What follows belongs to an exercise in optimizing a design on an open flow for a short achievable clock period and few clock cycles; a production flow would make more cautious choices. Only simulation tests tie the RTL to the original design; equivalence was not proved.

==> inputs of trial 71 <==
// cpu_apb
module cpu_apb (
	input  logic        clk,
	input  logic        rst_n,
	input  logic        psel,
	input  logic        penable,
	input  logic        pwrite,
	input  logic [11:0] paddr,
	input  logic [15:0] pwdata,
	output logic [15:0] prdata,
	output logic        pready,
	output logic        pslverr
);
clock: 7.5 ns
lec_check: 0
abc_clock_period_in_ps: 2500
cap_margin: 20
cell_pad_in_sites_detail_placement: 1
cell_pad_in_sites_global_placement: 2
core_margin: 2
core_utilization: 22
place_density: 0.45
setup_slack_margin: 5
slew_margin: 20
tns_end_percent: 5
run.sh (not shown) runs the stock make flow with config.mk's settings and CLKGATE_MAP_FILE= SYNTH_SCRIPT=/design/flow/synth_recipe.tcl, a recipe that flattens the netlist after the stock synthesis.
==> build 13 (differences from trial 71) <==
--- a/flow/design.v
+++ b/flow/design.v
@@ -7,17 +7,16 @@
 	input  logic [11:0] paddr,
 	input  logic [15:0] pwdata,
 	output logic [15:0] prdata,
 	output logic        pready,
 	output logic        pslverr
 );
 	localparam int W  = 3;        
-	localparam int FW = 4;        
-	localparam int QS = 10;       
-	localparam int MP = 2;        
+	localparam int FW = 3;        
+	localparam int QS = 8;        
 	logic [15:0] imem [64];
 	logic [5:0]  succ [64];   
 	logic [5:0]  dep [64];    
 	logic        depv [64];
 	logic [15:0] dmem [64];
 	logic [15:0] rf [16];
 	logic       busy_q;    
@@ -34,60 +33,67 @@
 	logic        a_imem, a_dmem, a_ctrl, a_stat, a_bad;
 	logic [5:0]  ba_q;
 	logic [63:0] ba_oh;
 	logic [15:0] bd_q;
 	logic        biw_q, bdw_q, bdr_q;
 	logic        pready_q, pslverr_q;
 	logic [15:0] prdata_q;
-	logic        bsi, bsr;   
+	logic [15:0] brd;
 	assign setup  = psel & ~penable;
 	assign a_imem = paddr[11:6] == 6'h00;
 	assign a_dmem = paddr[11:6] == 6'h08;
 	assign a_ctrl = paddr == 12'h100;
 	assign a_stat = paddr == 12'h104;
 	assign a_bad  = ~(a_imem | a_dmem | a_ctrl | a_stat);
 	assign busy_nx = busy_q & ~fin_q;
 	assign start   = setup & pwrite & a_ctrl & pwdata[0] & ~busy_nx;
 	always_comb begin
 		for (int i = 0; i < 64; i++) ba_oh[i] = ba_q == 6'(i);
+		brd = '0;
+		for (int i = 0; i < 64; i++) brd = brd | ({16{ba_oh[i]}} & dmem[i]);
 	end
 	always_ff @(posedge clk or negedge rst_n) begin
 		if (!rst_n) begin
 			biw_q <= 1'b0;
 			bdw_q <= 1'b0;
 			bdr_q <= 1'b0;
 		end else begin
 			biw_q <= setup & a_imem & pwrite & ~busy_nx;
 			bdw_q <= setup & a_dmem & pwrite & ~busy_nx;
 			bdr_q <= setup & a_dmem & ~pwrite & ~busy_nx;
 		end
 	end
-	assign bsi = setup & a_imem & pwrite & ~busy_nx;
-	assign bsr = setup & a_dmem & ~pwrite & ~busy_nx;
+	logic [15:0] bm_q;
+	logic [15:0] bm_in;
+	always_comb begin
+		bm_in = '0;
+		for (int i = 0; i < 64; i++) bm_in = bm_in | ({16{pwdata[5:0] == 6'(i)}} & imem[i]);
+	end
 	always_ff @(posedge clk) begin
 		if (setup) begin
 			ba_q      <= paddr[5:0];
 			bd_q      <= pwdata;
+			bm_q      <= bm_in;
 			pready_q  <= ~(a_dmem & ~pwrite & ~busy_nx);
 			pslverr_q <= a_bad | ((a_imem | a_dmem) & busy_nx);
 		end else begin
 			pready_q  <= 1'b1;
 		end
 		if (bdr_q) begin
-			prdata_q <= m_res[0];
+			prdata_q <= brd;
 		end else begin
 			prdata_q <= {hpc_nx, 8'b0, st_nx};
 		end
 	end
 	assign prdata  = prdata_q;
 	assign pready  = pready_q;
 	assign pslverr = pslverr_q;
 	logic        fon_q;
 	logic [5:0]  f_q;
-	logic [15:0] f_rs [4];   
+	logic [15:0] f_row;      
 	logic [3:0]  f_col;      
 	logic [15:0] bw [4];     
 	logic [5:0]  bs [4];
 	logic [15:0] w [FW];
 	logic [5:0]  s [FW];     
 	logic        fj [FW], fh [FW];
 	logic [5:0]  nf;         
@@ -95,19 +101,24 @@
 	logic [2:0]  fk;         
 	logic        fstop;      
 	logic [5:0]  fhpc;
 	logic [5:0]  succ_nx [64];
 	logic        fspace;     
 	always_comb begin
 		for (int b = 0; b < 4; b++) begin
+			logic        ge;      
+			logic [15:0] row;
+			ge = 1'b0;
+			for (int c = 0; c <= b; c++) ge = ge | f_col[c];
+			row = ge ? f_row : {f_row[14:0], f_row[15]};
 			bw[b] = '0;
 			bs[b] = '0;
 			for (int r = 0; r < 16; r++) begin
-				bw[b] = bw[b] | ({16{f_rs[b][r]}} & imem[4 * r + b]);
-				bs[b] = bs[b] | ({6{f_rs[b][r]}} & succ[4 * r + b]);
+				bw[b] = bw[b] | ({16{row[r]}} & imem[4 * r + b]);
+				bs[b] = bs[b] | ({6{row[r]}} & succ[4 * r + b]);
 			end
 		end
 		for (int k = 0; k < FW; k++) begin
 			w[k] = '0;
 			s[k] = '0;
 			for (int c = 0; c < 4; c++) begin
 				w[k] = w[k] | ({16{f_col[c]}} & bw[(c + k) % 4]);
@@ -145,47 +156,39 @@
 	always_ff @(posedge clk or negedge rst_n) begin
 		if (!rst_n) begin
 			fon_q <= 1'b0;
 		end else if (fe) begin
 			fon_q <= ~fstop;
 		end
 	end
-	function automatic logic [15:0] rowsel(input logic [5:0] a, input integer b);
-		logic [15:0] d;
-		for (int r = 0; r < 16; r++) d[r] = a[5:2] == r[3:0];
-		if ({30'd0, a[1:0]} <= b) rowsel = d;
-		else rowsel = {d[14:0], d[15]};
-	endfunction
-	logic [15:0] nf_rs [4];
+	logic [15:0] nf_row;
 	logic [3:0]  nf_col;
 	always_comb begin
 		logic all, pk;
-		for (int bk = 0; bk < 4; bk++) nf_rs[bk] = {16{fj[0]}} & rowsel(w[0][5:0], bk);
-		for (int c = 0; c < 4; c++) nf_col[c] = fj[0] & (w[0][1:0] == 2'(c));
+		nf_row = '0;
+		nf_col = '0;
+		for (int r = 0; r < 16; r++) nf_row[r] = fj[0] & (w[0][5:2] == 4'(r));
+		for (int c = 0; c < 4; c++)  nf_col[c] = fj[0] & (w[0][1:0] == 2'(c));
 		all = ~fj[0];
 		for (int k = 0; k < FW; k++) begin
 			if (k > 0) all = all & ~fj[k];
 			pk = all & ((k == FW - 1) || fj[(k + 1) % FW]);
-			for (int bk = 0; bk < 4; bk++) nf_rs[bk] = nf_rs[bk] | ({16{pk}} & rowsel(s[k], bk));
-			for (int c = 0; c < 4; c++) nf_col[c] = nf_col[c] | (pk & (s[k][1:0] == 2'(c)));
+			for (int r = 0; r < 16; r++) nf_row[r] = nf_row[r] | (pk & (s[k][5:2] == 4'(r)));
+			for (int c = 0; c < 4; c++)  nf_col[c] = nf_col[c] | (pk & (s[k][1:0] == 2'(c)));
 		end
 	end
 	always_ff @(posedge clk) begin
 		if (fe) begin
 			f_q   <= nf;
-			for (int bk = 0; bk < 4; bk++) f_rs[bk] <= nf_rs[bk];
+			f_row <= nf_row;
 			f_col <= nf_col;
-		end else if (bsi) begin
-			f_q <= pwdata[5:0];
-			for (int bk = 0; bk < 4; bk++) f_rs[bk] <= rowsel(pwdata[5:0], bk);
-			for (int c = 0; c < 4; c++) f_col[c] <= pwdata[1:0] == 2'(c);
 		end else if (~fon_q) begin
 			f_q <= succ_nx[63];
-			for (int bk = 0; bk < 4; bk++) f_rs[bk] <= rowsel(succ_nx[63], bk);
-			for (int c = 0; c < 4; c++) f_col[c] <= succ_nx[63][1:0] == 2'(c);
+			for (int r = 0; r < 16; r++) f_row[r] <= succ_nx[63][5:2] == 4'(r);
+			for (int c = 0; c < 4; c++)  f_col[c] <= succ_nx[63][1:0] == 2'(c);
 		end
 	end
 	localparam int E_H    = 16;   
 	localparam int E_WR   = 17;   
 	localparam int E_XW   = 18;   
 	localparam int E_LW   = 19;
 	localparam int E_SW   = 20;
@@ -309,20 +312,20 @@
 	logic [3:0]  r_sb [W];
 	logic        r_v [W], r_lu [W], r_ok [W];
 	logic [15:0] r_a [W];
 	logic [15:0] r_b [W];
 	logic        x_wr [W], x_ld [W], x_st [W];
 	logic [3:0]  x_d [W];
 	logic [15:0] x_res [W];
-	logic        m_ld [MP], m_st [MP];
-	logic [3:0]  m_d [MP];
-	logic [5:0]  m_addr [MP];
-	logic [63:0] m_oh [MP];
-	logic [15:0] m_sd [MP];
-	logic [15:0] m_res [MP];
+	logic        m_ld [W], m_st [W];
+	logic [3:0]  m_d [W];
+	logic [5:0]  m_addr [W];
+	logic [63:0] m_oh [W];
+	logic [15:0] m_sd [W];
+	logic [15:0] m_res [W];
 	always_comb begin
 		for (int i = 0; i < W; i++) begin
 			r_d[i]  = re[i][11:8];
 			r_s1[i] = re[i][7:4];
 			r_sb[i] = re[i][E_SB +: 4];
 			r_v[i]  = re_v[i] & ~re[i][E_H];
 		end
@@ -333,39 +336,57 @@
 			end
 			r_ok[i] = r_v[i] & ~r_lu[i];
 			for (int j = 0; j < i; j++) begin
 				r_ok[i] = r_ok[i]
 				        & ~(re[j][E_WR] & ((re[i][E_USEA] & (r_d[j] == r_s1[i])) | (re[i][E_USEB] & (r_d[j] == r_sb[i]))))
 				        & ~(re[j][E_LW] & re[i][E_WR] & (r_d[j] == r_d[i]));
 			end
-			if (i == W - 1) begin
-				r_ok[i] = r_ok[i] & ~((re[0][E_LW] | re[0][E_SW]) & (re[1][E_LW] | re[1][E_SW]) & (re[2][E_LW] | re[2][E_SW]));
-			end
 			iss[i] = r_ok[i];
 			if (i > 0) iss[i] = iss[i] & iss[i - 1];
 		end
 	end
-	logic [15:0] rf_nx [16];
+	logic [15:0] rfa [W];
+	logic [15:0] rfb [W];
 	always_comb begin
-		for (int k = 0; k < 16; k++) begin
-			rf_nx[k] = rf[k];
-			for (int j = 0; j < MP; j++) begin
-				if (m_ld[j] && m_d[j] == 4'(k)) rf_nx[k] = m_res[j];
+		for (int i = 0; i < W; i++) begin
+			logic       hxa [W];
+			logic       hxb [W];
+			logic       hma [W];
+			logic       hmb [W];
+			logic       ta, tb;
+			rfa[i] = '0;
+			rfb[i] = '0;
+			for (int k = 0; k < 16; k++) begin
+				rfa[i] = rfa[i] | ({16{re[i][E_S1OH + k]}} & rf[k]);
+				rfb[i] = rfb[i] | ({16{re[i][E_SBOH + k]}} & rf[k]);
 			end
 			for (int j = 0; j < W; j++) begin
-				if (x_wr[j] && x_d[j] == 4'(k)) rf_nx[k] = x_res[j];
+				hxa[j] = x_wr[j] & (x_d[j] == r_s1[i]);
+				hxb[j] = x_wr[j] & (x_d[j] == r_sb[i]);
+				hma[j] = m_ld[j] & (m_d[j] == r_s1[i]);
+				hmb[j] = m_ld[j] & (m_d[j] == r_sb[i]);
 			end
-		end
-		for (int i = 0; i < W; i++) begin
+			ta = 1'b0;
+			tb = 1'b0;
 			r_a[i] = '0;
 			r_b[i] = '0;
-			for (int k = 0; k < 16; k++) begin
-				r_a[i] = r_a[i] | ({16{re[i][E_S1OH + k]}} & rf_nx[k]);
-				r_b[i] = r_b[i] | ({16{re[i][E_SBOH + k]}} & rf_nx[k]);
+			for (int j = W - 1; j >= 0; j--) begin
+				r_a[i] = r_a[i] | ({16{hxa[j] & ~ta}} & x_res[j]);
+				r_b[i] = r_b[i] | ({16{hxb[j] & ~tb}} & x_res[j]);
+				ta = ta | hxa[j];
+				tb = tb | hxb[j];
+			end
+			for (int j = W - 1; j >= 0; j--) begin
+				r_a[i] = r_a[i] | ({16{hma[j] & ~ta}} & m_res[j]);
+				r_b[i] = r_b[i] | ({16{hmb[j] & ~tb}} & m_res[j]);
+				ta = ta | hma[j];
+				tb = tb | hmb[j];
 			end
+			r_a[i] = r_a[i] | ({16{~ta}} & rfa[i]);
+			r_b[i] = r_b[i] | ({16{~tb}} & rfb[i]);
 		end
 	end
 	logic [15:0] x_a [W];
 	logic [15:0] x_b [W];
 	logic        x_cin [W];
 	logic        x_add [W], x_and [W], x_or [W], x_xor [W], x_sll [W], x_srl [W], x_sra [W];
 	logic [3:0]  x_k [W];       
@@ -411,82 +432,77 @@
 			         | ({16{x_xor[i]}} & (x_a[i] ^ x_b[i]))
 			         | ({16{x_sll[i]}} & (x_a[i] << x_k[i]))
 			         | ({16{x_srl[i]}} & (x_a[i] >> x_k[i]))
 			         | ({16{x_sra[i]}} & 16'($signed(x_a[i]) >>> x_k[i]));
 			x_ma[i]  = x_a[i][5:0] + {2'b00, x_k[i]};
 		end
 	end
-	logic [1:0] xp [MP];      
-	logic       xpv [MP];
-	always_comb begin
-		logic m0, m1, m2;
-		m0 = x_ld[0] | x_st[0];
-		m1 = x_ld[1] | x_st[1];
-		m2 = x_ld[2] | x_st[2];
-		xp[0]  = m0 ? 2'd0 : m1 ? 2'd1 : 2'd2;
-		xpv[0] = 1'b1;
-		xp[1]  = (m0 & m1) ? 2'd1 : 2'd2;
-		xpv[1] = m0 | m1;
-	end
 	always_ff @(posedge clk or negedge rst_n) begin
 		if (!rst_n) begin
-			for (int i = 0; i < MP; i++) begin
+			for (int i = 0; i < W; i++) begin
 				m_ld[i] <= 1'b0;
 				m_st[i] <= 1'b0;
 			end
 		end else begin
-			for (int i = 0; i < MP; i++) begin
-				m_ld[i] <= xpv[i] & x_ld[xp[i]];
-				m_st[i] <= xpv[i] & x_st[xp[i]];
+			for (int i = 0; i < W; i++) begin
+				m_ld[i] <= x_ld[i];
+				m_st[i] <= x_st[i];
 			end
 		end
 	end
 	always_ff @(posedge clk) begin
-		for (int i = 0; i < MP; i++) begin
-			m_d[i]    <= x_d[xp[i]];
-			m_addr[i] <= x_ma[xp[i]];
-			for (int k = 0; k < 64; k++) m_oh[i][k] <= (i == 0 && bsr) ? (paddr[5:0] == 6'(k)) : (x_ma[xp[i]] == 6'(k));
-			m_sd[i]   <= x_b[xp[i]];
+		for (int i = 0; i < W; i++) begin
+			m_d[i]    <= x_d[i];
+			m_addr[i] <= x_ma[i];
+			for (int k = 0; k < 64; k++) m_oh[i][k] <= x_ma[i] == 6'(k);
+			m_sd[i]   <= x_b[i];
 		end
 	end
-	logic [15:0] mrd [MP];
+	logic [15:0] mrd [W];
 	always_comb begin
-		for (int i = 0; i < MP; i++) begin
+		for (int i = 0; i < W; i++) begin
 			mrd[i] = '0;
 			for (int k = 0; k < 64; k++) mrd[i] = mrd[i] | ({16{m_oh[i][k]}} & dmem[k]);
 			m_res[i] = mrd[i];
 			for (int j = 0; j < i; j++) begin
 				if (m_st[j] && m_addr[j] == m_addr[i]) m_res[i] = m_sd[j];
 			end
 		end
 	end
 	always_ff @(posedge clk or negedge rst_n) begin
 		if (!rst_n) begin
 			for (int k = 0; k < 16; k++) rf[k] <= '0;
 		end else begin
-			for (int k = 0; k < 16; k++) rf[k] <= rf_nx[k];
+			for (int k = 0; k < 16; k++) begin
+				for (int j = 0; j < W; j++) begin
+					if (m_ld[j] && m_d[j] == 4'(k)) rf[k] <= m_res[j];
+				end
+				for (int j = 0; j < W; j++) begin
+					if (x_wr[j] && x_d[j] == 4'(k)) rf[k] <= x_res[j];
+				end
+			end
 		end
 	end
 	always_ff @(posedge clk) begin
 		for (int k = 0; k < 64; k++) begin
 			if (bdw_q && ba_oh[k]) dmem[k] <= bd_q;
-			for (int j = 0; j < MP; j++) begin
+			for (int j = 0; j < W; j++) begin
 				if (m_st[j] && m_oh[j][k]) dmem[k] <= m_sd[j];
 			end
 		end
 	end
 	logic [5:0]  bt;
 	logic        bj;
 	assign bt = bd_q[5:0];
 	assign bj = bd_q[15:12] == 4'd11;
 	always_comb begin
 		for (int a = 0; a < 64; a++) begin
 			succ_nx[a] = succ[a];
 			if (biw_q && ba_oh[(a + 1) % 64]) begin
-				succ_nx[a] = bj ? (((w[0][15:12] == 4'd11) && (bt != ba_q)) ? w[0][5:0] : bt) : ba_q;
+				succ_nx[a] = bj ? (((bm_q[15:12] == 4'd11) && (bt != ba_q)) ? bm_q[5:0] : bt) : ba_q;
 			end else if (biw_q && depv[a] && dep[a] == ba_q) begin
 				succ_nx[a] = bj ? bt : ba_q;
 			end
 		end
 	end
 	always_ff @(posedge clk) begin
 		for (int a = 0; a < 64; a++) begin
Settings changed: CELL_PAD_IN_SITES_DETAIL_PLACEMENT 1 to unset, CELL_PAD_IN_SITES_GLOBAL_PLACEMENT 2 to unset, CORE_UTILIZATION 22 to 28, PLACE_DENSITY 0.45 to 0.5, TNS_END_PERCENT 5 to 10.
==> results.cfg <==
[grt]
use_met2_pct = 76.05

[yosys]
synthTopCellsByArea = edfxtp_1, o21ai_0, nand2_1
yosys.area_share.xor_xnor_pct = 2.224
ys_seq_area_share_pct = 42.16
synthesis.nets = 29650
synth_fa_ha_area_share_pct = 0.6200

[floorplan]
die_h_um = 962.3

[placement]
placedCellCount = 40530
gp_congestion = 1.266

[status]
outcome = stopped before the end
error = [ERROR GRT-0232] Routing congestion too high. Check the congestion heatmap in the GUI.
failed_stage = global routing (5_1_grt)

[cts]
cts_sinks = 3807
That was build 13.
==> results.cfg <==
[status]
outcome = complete, no violations

[layout]
nNonClkInverters = 383
largest_register = dmem
register_area_um2 = 112300

[yosys]
yosys.area_share.xor_xnor_pct = 1.909
synth-main-ff-cell = edfxtp_1
synthesis.nets = 26230
synth_compound_area_share_pct = 26.13
synthTopCellsByArea = edfxtp_1, mux2i_1, o21ai_0
synth_fa_ha_area_share_pct = 0.6621

[flow_run]
max_cap_violations = 0

[grt]
use_met2_pct = 63.34

[placement]
placedCellCount = 40930

[cts]
cts_sinks = 3887

[worst_setup_path]
crit_start = dmem[51][0]$_DFFE_PP_

[route]
wl_met2_um = 1082000

[power_and_ir_drop]
power_density_nw_per_um2 = 159.7
That was trial 71.
Testbench counts of trial 71, summed over its fixed seeds: cycles 4,414.
Testbench counts of build 13, summed over its fixed seeds: cycles 4,408.

static timing again, ports no longer ideal:
Ports are ideal in the flow. The routed layout listed here was re-timed in OpenROAD.
Step 1 assumes that a clkbuf_16 drives the clock port and a buf_2 every other input.
Step 2 adds t to the input delays and takes it off the output delays; t is the mean of the earliest and latest rising clock arrival at the registers after step 1. Input paths then give back, and output paths get back, about the clock's delay inside the block.
Three values: ideal, step 1, step 2; two values: the first two.
run: trial 71
shift t [ns]: 1.305
slack for setup (ns): 1.272 / 1.272 / 0.891
clock arrival spread, ns: 0.163 / 0.164
slew at the worst register clock pin (ns): 0.09 / 0.09
pins driven straight from the clock port: 1
After both steps setup and hold are still met in trial 71. For trial 71, drivers alone change the setup slack by 0.000 ns; drivers and shift together by -0.381 ns.
